From an optimization exercise on the open Yosys and OpenROAD flow, aimed at small area, a short achievable clock period and few clock cycles; shortcuts taken in it are not production practice.
The RTL was checked by simulation tests, not by an equivalence proof against the original design.

==> flow/design.v <==
package fbtt_pkg;
   localparam int MaxTracks = 32;
   localparam int MaxBoxes  = 32;
   localparam int CoordBits = 12;
   localparam int AreaBits = 25;
   localparam int SideBits = 13;
   localparam int PermBits = 10;
   localparam int CntBits  = 6;
   localparam int SumBits  = 30;
   localparam logic [CntBits-1:0] CountMax = {CntBits{1'b1}};
   localparam logic [SumBits-1:0] SumMax   = {SumBits{1'b1}};
   localparam logic [9:0]         PerMille = 10'd1000;
   localparam logic [2:0] CsrMinArea   = 3'd0;
   localparam logic [2:0] CsrMinSide   = 3'd1;
   localparam logic [2:0] CsrOverlap   = 3'd2;
   localparam logic [2:0] CsrMissLimit = 3'd3;
   localparam logic [2:0] CsrRetire    = 3'd4;
   localparam logic [2:0] CsrStable    = 3'd5;
   localparam logic [2:0] CsrStableMin = 3'd6;
   typedef struct packed {
      logic [11:0] box_x;
      logic [11:0] box_y;
      logic [12:0] box_w;
      logic [12:0] box_h;
      logic [24:0] contour_area;
      logic        box_present;
      logic        frame_end;
   } req_type;
   typedef struct packed {
      logic [11:0] stable_x;
      logic [11:0] stable_y;
      logic [12:0] stable_w;
      logic [12:0] stable_h;
      logic        stable_valid;
      logic [29:0] fore_area_sum;
      logic        boxes_dropped;
      logic        last_result;
   } rsp_type;
   typedef enum logic [3:0] {
      ST_IDLE,
      ST_SUM_RD,
      ST_SUM_ACC,
      ST_TRK_RD,
      ST_BOX_RD,
      ST_CMP1,
      ST_CMP2,
      ST_TRK_WR,
      ST_NEW_RD,
      ST_NEW_WR,
      ST_EMIT_RD,
      ST_EMIT_CHK,
      ST_EMIT_OUT,
      ST_DONE
   } state_type;
endpackage
module fbtt_ram #(
   parameter int Width = 8,
   parameter int Depth = 32
) (
   input  logic                     clock,
   input  logic                     wr_en,
   input  logic [$clog2(Depth)-1:0] wr_addr,
   input  logic [Width-1:0]         wr_data,
   input  logic [$clog2(Depth)-1:0] rd_addr,
   output logic [Width-1:0]         rd_data
);
   logic [Width-1:0] mem_ff [Depth];
   always_ff @(posedge clock) begin
      if (wr_en) begin
         mem_ff[wr_addr] <= wr_data;
      end
      rd_data <= mem_ff[rd_addr];
   end
endmodule
import fbtt_pkg::*;
module foreground_box_track_table_unit #(
   parameter int MAX_TRACKS = fbtt_pkg::MaxTracks,
   parameter int MAX_BOXES  = fbtt_pkg::MaxBoxes
) (
   input  logic        clock,
   input  logic        reset,
   input  logic        req_valid,
   output logic        req_ready,
   input  fbtt_pkg::req_type req_data,
   output logic        rsp_valid,
   input  logic        rsp_ready,
   output fbtt_pkg::rsp_type rsp_data,
   input  logic        csr_valid,
   output logic        csr_ready,
   input  logic [2:0]  csr_index,
   input  logic [31:0] csr_data
);
   localparam int TA = (MAX_TRACKS > 1) ? $clog2(MAX_TRACKS) : 1;
   localparam int BA = (MAX_BOXES > 1) ? $clog2(MAX_BOXES) : 1;
   localparam int TC = $clog2(MAX_TRACKS + 1);
   localparam int BC = $clog2(MAX_BOXES + 1);
   localparam int BoxBits = 2 * CoordBits + 2 * (CoordBits + 1);
   localparam int TrkBits = BoxBits + 2 * CntBits;
   localparam int EB = CoordBits + 1;
   logic [AreaBits-1:0] min_area_ff, stable_min_ff;
   logic [SideBits-1:0] min_side_ff;
   logic [PermBits-1:0] overlap_ff;
   logic [CntBits-1:0]  miss_limit_ff, retire_ff, stable_cnt_ff;
   assign csr_ready = 1'b1;
   always_ff @(posedge clock) begin
      if (reset) begin
         min_area_ff   <= AreaBits'(100);
         min_side_ff   <= SideBits'(15);
         overlap_ff    <= PermBits'(950);
         miss_limit_ff <= CntBits'(10);
         retire_ff     <= CntBits'(20);
         stable_cnt_ff <= CntBits'(40);
         stable_min_ff <= AreaBits'(250);
      end else if (csr_valid) begin
         unique case (csr_index)
            CsrMinArea:   min_area_ff   <= csr_data[AreaBits-1:0];
            CsrMinSide:   min_side_ff   <= csr_data[SideBits-1:0];
            CsrOverlap:   overlap_ff    <= csr_data[PermBits-1:0];
            CsrMissLimit: miss_limit_ff <= csr_data[CntBits-1:0];
            CsrRetire:    retire_ff     <= csr_data[CntBits-1:0];
            CsrStable:    stable_cnt_ff <= csr_data[CntBits-1:0];
            CsrStableMin: stable_min_ff <= csr_data[AreaBits-1:0];
            default: ;
         endcase
      end
   end
   function automatic logic [CoordBits-1:0] bx(input logic [BoxBits-1:0] b);
      bx = b[BoxBits-1 -: CoordBits];
   endfunction
   function automatic logic [CoordBits-1:0] by(input logic [BoxBits-1:0] b);
      by = b[BoxBits-1-CoordBits -: CoordBits];
   endfunction
   function automatic logic [CoordBits:0] bw(input logic [BoxBits-1:0] b);
      bw = b[2*(CoordBits+1)-1 -: CoordBits+1];
   endfunction
   function automatic logic [CoordBits:0] bh(input logic [BoxBits-1:0] b);
      bh = b[CoordBits:0];
   endfunction
   logic               box_we;
   logic [BA-1:0]      box_wa, box_ra;
   logic [BoxBits-1:0] box_wd, box_rd;
   logic               trk_we;
   logic [TA-1:0]      trk_wa, trk_ra;
   logic [TrkBits-1:0] trk_wd, trk_rd;
   fbtt_ram #(.Width(BoxBits), .Depth(MAX_BOXES)) u_box_ram (
      .clock(clock), .wr_en(box_we), .wr_addr(box_wa), .wr_data(box_wd),
      .rd_addr(box_ra), .rd_data(box_rd));
   fbtt_ram #(.Width(TrkBits), .Depth(MAX_TRACKS)) u_trk_ram (
      .clock(clock), .wr_en(trk_we), .wr_addr(trk_wa), .wr_data(trk_wd),
      .rd_addr(trk_ra), .rd_data(trk_rd));
   fbtt_pkg::state_type           state_ff;
   fbtt_pkg::state_type           state_in;
   logic [BC-1:0]       nbox_ff;
   logic [TC-1:0]       ntrk_ff, kept_ff, tidx_ff;
   logic [BC-1:0]       bidx_ff;
   logic [MAX_BOXES-1:0] claimed_ff;
   logic                ovf_ff, had_ff, matched_ff, any_ff;
   logic [SumBits-1:0]  sum_ff;
   logic [TrkBits-1:0]  cur_ff;
   logic [BoxBits-1:0]  cand_ff;
   logic [TC-1:0]       nsent_ff;
   logic                pend_ff;
   logic [BoxBits-1:0]  pend_box_ff;
   logic [BoxBits-1:0]  hold_box_ff;
   logic [2*EB-1:0]     inter_ff;
   logic [2*EB-1:0]     uni_ff;
   logic                inter_ok_ff;
   fbtt_pkg::rsp_type            rsp_ff;
   logic                rsp_vld_ff;
   logic [BoxBits-1:0] tbox;
   assign tbox = cur_ff[TrkBits-1 -: BoxBits];
   logic [CntBits-1:0] thits, tmiss;
   assign thits = cur_ff[2*CntBits-1 -: CntBits];
   assign tmiss = cur_ff[CntBits-1:0];
   logic [EB-1:0] ax1, bx1, ay1, by1, ix0, iy0, ix1, iy1, ux0, uy0, ux1, uy1;
   always_comb begin
      ax1 = EB'(bx(tbox)) + bw(tbox);
      bx1 = EB'(bx(box_rd)) + bw(box_rd);
      ay1 = EB'(by(tbox)) + bh(tbox);
      by1 = EB'(by(box_rd)) + bh(box_rd);
      ix0 = (bx(tbox) > bx(box_rd)) ? EB'(bx(tbox)) : EB'(bx(box_rd));
      iy0 = (by(tbox) > by(box_rd)) ? EB'(by(tbox)) : EB'(by(box_rd));
      ux0 = (bx(tbox) < bx(box_rd)) ? EB'(bx(tbox)) : EB'(bx(box_rd));
      uy0 = (by(tbox) < by(box_rd)) ? EB'(by(tbox)) : EB'(by(box_rd));
      ix1 = (ax1 < bx1) ? ax1 : bx1;
      iy1 = (ay1 < by1) ? ay1 : by1;
      ux1 = (ax1 > bx1) ? ax1 : bx1;
      uy1 = (ay1 > by1) ? ay1 : by1;
   end
   logic [2*EB+9:0] lhs, rhs;
   assign lhs = (2*EB+10)'(inter_ff) * (2*EB+10)'(PerMille);
   assign rhs = (2*EB+10)'(uni_ff) * (2*EB+10)'(overlap_ff);
   logic is_match;
   assign is_match = inter_ok_ff && (lhs > rhs);
   logic req_acc, box_keep;
   assign req_ready = (state_ff == ST_IDLE);
   assign req_acc = req_valid && req_ready;
   assign box_keep = req_data.box_present && req_data.contour_area >= min_area_ff &&
                     req_data.box_w >= min_side_ff && req_data.box_h >= min_side_ff;
   logic [2*EB-1:0] wh_prod;
   assign wh_prod = bw(box_rd) * bh(box_rd);
   logic [SumBits:0] sum_add;
   assign sum_add = {1'b0, sum_ff} + (SumBits+1)'(wh_prod);
   logic [CntBits-1:0] new_hits, new_miss;
   assign new_hits = (thits == CountMax) ? thits : thits + 1'b1;
   assign new_miss = (tmiss == CountMax) ? tmiss : tmiss + 1'b1;
   logic emit_ok;
   assign emit_ok = (trk_rd[2*CntBits-1 -: CntBits] > stable_cnt_ff) &&
                    (2*EB)'(bw(trk_rd[TrkBits-1 -: BoxBits])) *
                    (2*EB)'(bh(trk_rd[TrkBits-1 -: BoxBits])) > (2*EB)'(stable_min_ff);
   logic last_box, rsp_free, rsp_send;
   assign last_box = bidx_ff >= nbox_ff;
   assign rsp_free = !rsp_vld_ff || rsp_ready;
   assign rsp_send = rsp_free && (((state_ff == ST_EMIT_OUT) && pend_ff && any_ff) ||
                                  (state_ff == ST_DONE));
   always_comb begin
      state_in = state_ff;
      unique case (state_ff)
         ST_IDLE:     if (req_acc && req_data.frame_end) state_in = ST_SUM_RD;
         ST_SUM_RD:   state_in = (nbox_ff == '0) ? ST_TRK_RD : ST_SUM_ACC;
         ST_SUM_ACC:  state_in = last_box ? ST_TRK_RD : ST_SUM_ACC;
         ST_TRK_RD:   state_in = (tidx_ff >= ntrk_ff) ? ST_NEW_RD : ST_BOX_RD;
         ST_BOX_RD:   state_in = (bidx_ff >= nbox_ff) ? ST_TRK_WR :
                                 (claimed_ff[bidx_ff[BA-1:0]] ? ST_BOX_RD : ST_CMP1);
         ST_CMP1:     state_in = ST_CMP2;
         ST_CMP2:     state_in = is_match ? ST_TRK_WR : ST_BOX_RD;
         ST_TRK_WR:   state_in = ST_TRK_RD;
         ST_NEW_RD:   state_in = (bidx_ff >= nbox_ff) ? ST_EMIT_RD : ST_NEW_WR;
         ST_NEW_WR:   state_in = ST_NEW_RD;
         ST_EMIT_RD:  state_in = (!had_ff || tidx_ff >= ntrk_ff ||
                                  nsent_ff >= TC'(MAX_TRACKS)) ? ST_DONE : ST_EMIT_CHK;
         ST_EMIT_CHK: state_in = ST_EMIT_OUT;
         ST_EMIT_OUT: state_in = rsp_free ? ST_EMIT_RD : ST_EMIT_OUT;
         ST_DONE:     state_in = rsp_free ? ST_IDLE : ST_DONE;
         default:     state_in = ST_IDLE;
      endcase
   end
   always_comb begin
      box_we = 1'b0;
      box_wa = nbox_ff[BA-1:0];
      box_wd = {req_data.box_x[CoordBits-1:0], req_data.box_y[CoordBits-1:0],
                req_data.box_w[CoordBits:0], req_data.box_h[CoordBits:0]};
      box_ra = bidx_ff[BA-1:0];
      trk_we = 1'b0;
      trk_wa = kept_ff[TA-1:0];
      trk_wd = cur_ff;
      trk_ra = tidx_ff[TA-1:0];
      unique case (state_ff)
         ST_IDLE: box_we = req_acc && box_keep && (nbox_ff < BC'(MAX_BOXES));
         ST_TRK_WR: begin
            trk_we = matched_ff ? (thits <= retire_ff) : (new_miss <= miss_limit_ff);
            trk_wd = matched_ff ? cur_ff : {tbox, thits, new_miss};
         end
         ST_NEW_WR: begin
            trk_we = !claimed_ff[bidx_ff[BA-1:0]] && (kept_ff < TC'(MAX_TRACKS));
            trk_wd = {box_rd, {2*CntBits{1'b0}}};
         end
         default: ;
      endcase
   end
   always_ff @(posedge clock) begin
      if (reset) begin
         state_ff   <= ST_IDLE;
         nbox_ff    <= '0;
         ntrk_ff    <= '0;
         ovf_ff     <= 1'b0;
         claimed_ff <= '0;
         rsp_vld_ff <= 1'b0;
      end else begin
         state_ff   <= state_in;
         rsp_vld_ff <= rsp_send || (rsp_vld_ff && !rsp_ready);
         unique case (state_ff)
            ST_IDLE: begin
               if (req_acc && box_keep) begin
                  if (nbox_ff < BC'(MAX_BOXES)) nbox_ff <= nbox_ff + 1'b1;
                  else ovf_ff <= 1'b1;
               end
               bidx_ff  <= '0;
               sum_ff   <= '0;
               claimed_ff <= '0;
            end
            ST_SUM_RD: begin
               bidx_ff <= bidx_ff + 1'b1;
               tidx_ff <= '0;
               kept_ff <= '0;
               had_ff  <= (ntrk_ff != '0);
            end
            ST_SUM_ACC: begin
               sum_ff  <= sum_add[SumBits] ? SumMax : sum_add[SumBits-1:0];
               bidx_ff <= last_box ? '0 : bidx_ff + 1'b1;
            end
            ST_TRK_RD: begin
               bidx_ff    <= '0;
               matched_ff <= 1'b0;
               if (tidx_ff >= ntrk_ff) ntrk_ff <= kept_ff;
            end
            ST_BOX_RD: begin
               if (bidx_ff == '0 && !matched_ff) cur_ff <= trk_rd;
               if (claimed_ff[bidx_ff[BA-1:0]]) bidx_ff <= bidx_ff + 1'b1;
               matched_ff <= 1'b0;
            end
            ST_CMP1: begin
               cand_ff     <= box_rd;
               inter_ok_ff <= (ix1 > ix0) && (iy1 > iy0);
               inter_ff    <= (ix1 - ix0) * (iy1 - iy0);
               uni_ff      <= (ux1 - ux0) * (uy1 - uy0);
            end
            ST_CMP2: begin
               if (is_match) begin
                  claimed_ff[bidx_ff[BA-1:0]] <= 1'b1;
                  cur_ff     <= {cand_ff, new_hits, {CntBits{1'b0}}};
                  matched_ff <= 1'b1;
               end else begin
                  bidx_ff <= bidx_ff + 1'b1;
               end
            end
            ST_TRK_WR: begin
               if (trk_we) kept_ff <= kept_ff + 1'b1;
               tidx_ff <= tidx_ff + 1'b1;
               bidx_ff <= '0;
               matched_ff <= 1'b0;
            end
            ST_NEW_RD: begin
               tidx_ff  <= '0;
               nsent_ff <= '0;
               any_ff   <= 1'b0;
               pend_ff  <= 1'b0;
            end
            ST_NEW_WR: begin
               if (!claimed_ff[bidx_ff[BA-1:0]]) begin
                  if (kept_ff < TC'(MAX_TRACKS)) begin
                     kept_ff <= kept_ff + 1'b1;
                     ntrk_ff <= kept_ff + 1'b1;
                  end else begin
                     ovf_ff <= 1'b1;
                  end
               end
               bidx_ff <= bidx_ff + 1'b1;
            end
            ST_EMIT_CHK: begin
               tidx_ff <= tidx_ff + 1'b1;
               if (emit_ok) begin
                  pend_ff     <= 1'b1;
                  pend_box_ff <= trk_rd[TrkBits-1 -: BoxBits];
               end
            end
            ST_EMIT_OUT: begin
               if (rsp_free) begin
                  if (pend_ff && any_ff) begin
                     rsp_ff <= {12'(bx(hold_box_ff)), 12'(by(hold_box_ff)), 13'(bw(hold_box_ff)), 13'(bh(hold_box_ff)), 1'b1, sum_ff, ovf_ff, 1'b0};
                     nsent_ff <= nsent_ff + 1'b1;
                  end
                  if (pend_ff) begin
                     any_ff      <= 1'b1;
                     hold_box_ff <= pend_box_ff;
                  end
                  pend_ff <= 1'b0;
               end
            end
            ST_DONE: begin
               if (rsp_free) begin
                  if (any_ff) begin
                     rsp_ff <= {12'(bx(hold_box_ff)), 12'(by(hold_box_ff)), 13'(bw(hold_box_ff)), 13'(bh(hold_box_ff)), 1'b1, sum_ff, ovf_ff, 1'b1};
                  end else begin
                     rsp_ff <= {12'd0, 12'd0, 13'd0, 13'd0, 1'b0, sum_ff, ovf_ff, 1'b1};
                  end
                  nbox_ff <= '0;
                  ovf_ff  <= 1'b0;
               end
            end
            default: ;
         endcase
      end
   end
   assign rsp_valid = rsp_vld_ff;
   assign rsp_data  = rsp_ff;
endmodule
==> flow/run.sh <==
#!/bin/bash
# synth_recipe.tcl (not shown) runs the flow's synth.tcl, then flattens the netlist and writes it again
# the make line also repeats each setting of config.mk as NAME=value (left out here)
make -C /OpenROAD-flow-scripts/flow DESIGN_CONFIG=/design/flow/config.mk WORK_HOME=/design/flow/orfs CLKGATE_MAP_FILE= SYNTH_SCRIPT=/design/flow/synth_recipe.tcl finish
==> flow/config.mk <==
export PLATFORM = sky130hd
export DESIGN_NAME = foreground_box_track_table_unit
export DESIGN_NICKNAME = foreground_box_track_table_unit
export VERILOG_FILES = /design/flow/design.v
export SDC_FILE = /design/flow/constraint.sdc
export NUM_CORES = 4
export LEC_CHECK = 0
export CAP_MARGIN = 20
export CORE_MARGIN = 2
export CORE_UTILIZATION = 40
export SLEW_MARGIN = 20
==> flow/constraint.sdc <==
create_clock -name core_clock -period 12.5 [get_ports {clock}]
set_input_delay 2.5000 -clock core_clock [delete_from_list [all_inputs] [get_ports {clock}]]
set_output_delay 2.5000 -clock core_clock [all_outputs]
set_load 0.01 [all_outputs]
==> results by group <==
Clocking
  – Clock transition at the registers of the reported paths: around 0.07 ns
  – Root Driver: clkbuf_16
  – Max Root-Sink Buffers: 4
  – CTS buffer count: 433
  – Hold Buf Count CTS: 0
  – Sink Count: 4243
  – H-tree levels: 5
  – Clk Latency, worst-skew pair: 1.04 ns
  – CTS tree: done

Global routing
  – Pin count of the biggest net entering global routing: 146
  – First-pass GRT wire length: between 700000 and 800000 microns
  – Vias in the first global route: 115000
  – Initial antenna violation count: 50
  – Gr ovfl total: 0
  – Global Route Usage Sum: 0.210

Min path
  – Worst hold-check path type: flop to flop
  – Min-delay src: pend_box_ff[24]
  – Hold worst-path end: hold_box_ff[24]
  – Hold path depth: 0

Synthesis
  – Cells after synthesis: about 13000
  – Syn nets: 14600
  – Yosys warnings: 3
  – Seq/Total Area, Yosys: 0.606
  – Number of synthesized flops with an enable pin: 3990
  – Synth Area per Inst: 16.1 sq um
  – Flops & latches, synth: 4243
  – Ys async rst share: 0
  – Synth unique cells: 80
  – Mapped Area: around 210000 sq um
  – Synth Flop Type: edfxtp_1

Placement
  – GP Congestion: ~0.9
  – DP Wirelength: 343000 microns
  – Input/output buffers: 194
  – Worst slack at placement: 0.132 ns
  – Post-Place Cell Area: 218000 sq um

Drt
  – Routed Antenna Nets: 0
  – WL final: ~550000 microns
  – Detailed Routing Iterations Pass 1: 6
  – Average wire per standard cell: 27.2 microns
  – DRC Markers: 0
  – Vias/cell: 5.53
  – Via count: about 110k
  – Iter 0 DRT Violations: 11800

Timing
  – Rel. slew slack: 0.148
  – Fmax: approximately 82 MHz
  – Final WS setup: 0.342 ns
  – Fin. Hold Viols: 0
  – Final Skew: 0.115 ns
  – Slew @ Worst Pin: between 1 and 1.5 ns
  – Setup-failing EPs final: 0
  – Worst hold slack: about 0.37 ns
  – Crit path time final: 12.16 ns
  – Max-slew violation count: 0
  – Tcrit/Tclk final: 0.973

Layout
  – Nets: 15000
  – Share of cells above drive strength 1: 0.171
  – Fillers: 44200
  – Register area: 125000 sq um
  – Synth-to-Final Area Change: 12.6%
  – Design area: about 230000 sq um
  – Area of the multi-input gates: 75300 sq um
  – Final Util: 0.453

Setup path
  – Most frequent cell on the critical path: fa_1
  – Crit-path max cell delay: 0.58 ns
  – CP Launch Type: flop
  – Crit path DAT: around 13 ns
  – Flop-to-flop setup slack: about 0.34 ns
  – Reg2reg start: cur_ff[40]
  – Reg2reg end: uni_ff[25]
  – CP endpoint kind: flop
  – CP Max Fanout: 7
  – Slowest-stage cell, CP: or4_1
  – Crit path kind: flop to flop
  – Worst Reg2Reg Path Length in Cells: 45
  – Critical Path RT: 13.24 ns

Floorplan
  – I/O pins: 203
  – Core Region: about 510000 sq um
  – Die height: between 700 and 800 microns
  – Initial core utilization: 0.402
  – Die area: 521000 sq um
  – Row cnt: 263
  – Die W: 722 microns

Run
  – Max cap viols: 0

Run status
  – Outcome: no timing/DRC/antenna violations
worst max path at each step:
stage,endpoint,cells past startpoint,slack (ns),from
after CTS,uni_ff[25],49,0.17,u_box_ram.rd_data[14]
after global placement,uni_ff[25],49,0.12,u_box_ram.rd_data[14]
final,uni_ff[25],45,0.34,cur_ff[40]
after global routing,inter_ff[25],48,-0.01,cur_ff[38]
after floorplan,rsp_ff[0],4,1.01,rsp_ready
after detailed placement,uni_ff[25],49,0.13,u_box_ram.rd_data[14]
sequential cells by signal, summed over array words and instances, names as in the netlist, 30 cells and up:
register,count
u_box_ram.rd_data,50
cand_ff,50
rsp_ff,83
u_trk_ram.rd_data,62
u_box_ram.mem_ff,1600
hold_box_ff,50
pend_box_ff,50
claimed_ff,32
cur_ff,62
sum_ff,30
u_trk_ram.mem_ff,1984
layout make-up:
cell class,count,area share
multi-input combinational,6749,0.324
clock inverter,252,0.0101
timing repair buffer,551,0.0206
clock buffer,559,0.0498
antenna,12,0.000129
inverter,1282,0.0207
sequential,4243,0.538
tap,6757,0.0364
layer usage:
metal / up-vias / track usage / wire length, microns / part of all wire
met5: - / 0 / 196 / 0.00035
met4: 30 / 0.0454 / 12000 / 0.022
met3: 675 / 0.0352 / 41400 / 0.075
met2: 4022 / 0.342 / 264000 / 0.48
met1: 59900 / 0.296 / 236000 / 0.43
li1: 48200 / - / - / -
repair_timing:
action | CTS | global route
hold endpoints to repair | 0 | 0
gates resized for setup | 0 | 31
buffers inserted | 0 | 2
setup endpoints to repair | 0 | 13
critical path, delay by kind of cell, from the launching register on:
family / cells / cell delay (ns)
compound gates: 18 / 4.09
simple gates: 11 / 2.51
flops: 1 / 0.52
buf+inv: 5 / 0.49
xor+xnor: 1 / 0.08
fa+ha+maj: 10 / 4.18
synth_stat cells (all sizes together), types with 136 or more instances:
| cell type | count | area share |
|---|---|---|
| a21oi | 336 | 0.0082 |
| and2 | 297 | 0.0090 |
| clkbuf | 416 | 0.0076 |
| dfxtp | 253 | 0.025 |
| edfxtp | 3990 | 0.58 |
| fa | 924 | 0.090 |
| ha | 728 | 0.044 |
| inv | 1280 | 0.023 |
| mux2 | 152 | 0.0083 |
| mux2i | 165 | 0.0080 |
| mux4 | 1024 | 0.11 |
| nand2 | 1175 | 0.021 |
| nor2 | 392 | 0.0071 |
| nor2b | 136 | 0.0041 |
| o21ai | 223 | 0.0054 |
| xnor2 | 188 | 0.0080 |
stage by stage:
step,instances,TNS [ns]
3_5_place_dp,19600,0
3_3_place_gp,19600,0
5_1_grt,20400,-0.0167
6_report,20400,0
4_1_cts,20400,0
2_1_floorplan,12800,0
cell usage in the layout, fill, tap and decap left out, types with 24 or more instances in the layout:
cell             count
nor2b_1            135
clkinv_2            80
o21bai_1            32
a21o_1             116
a21oi_1            330
o21ai_0            188
mux2_2             151
dfxtp_1            248
inv_1             1279
clkinv_1            96
clkdlybuf4s50_1    190
ha_1               728
nor2_1             355
o211ai_1            32
bufinv_16           31
xor2_1             103
nand3_1             78
nor2_4              36
nor3_1              53
nand2b_1            76
o21a_1              51
o221ai_1            31
mux2i_1            164
nand4_1             40
fa_1               924
mux4_2            1024
and2_1             289
clkbuf_16          436
buf_4              340
and3_1              29
o22ai_1             28
a221oi_1            33
nand2_1           1166
and3_4              24
xnor2_1            184
a211oi_1            41
edfxtp_1          3990
clkbuf_1           103
cells by family after synthesis:
logic type      share of synthesized area
compound gates                     0.0329
fa+ha+maj                           0.134
simple gates                       0.0533
xor+xnor                           0.0126
other cells                     0.0000182
mux                                 0.128
flops                               0.606
buf+inv                            0.0332
Testbench counts, summed over its fixed seeds: cycles 148,736.

==> what the ideal ports hide <==
No port has a modelled driver above. Below, the same layout with a new extraction and two added sets of constraints. Step 1: set_driving_cell puts a clkbuf_16 on clock and a buf_2 on each other input, an assumption about the parent block. Step 2 times the ports against the registers' clock, not the clock port: input delays grow and output delays shrink by t, the midpoint of the rising clock arrivals with the driver on. a / b / c = ideal ports / drivers / drivers and shift; a / b = the first two.
t (ns): 1.121
setup WS [ns]: 0.342 / 0.342 / 0.342
worst slew at a driven data input, ns: 0.22
After both steps setup and hold are still met in this run. The setup slack of this run moves by 0.000 ns with the drivers and by 0.000 ns with both steps.
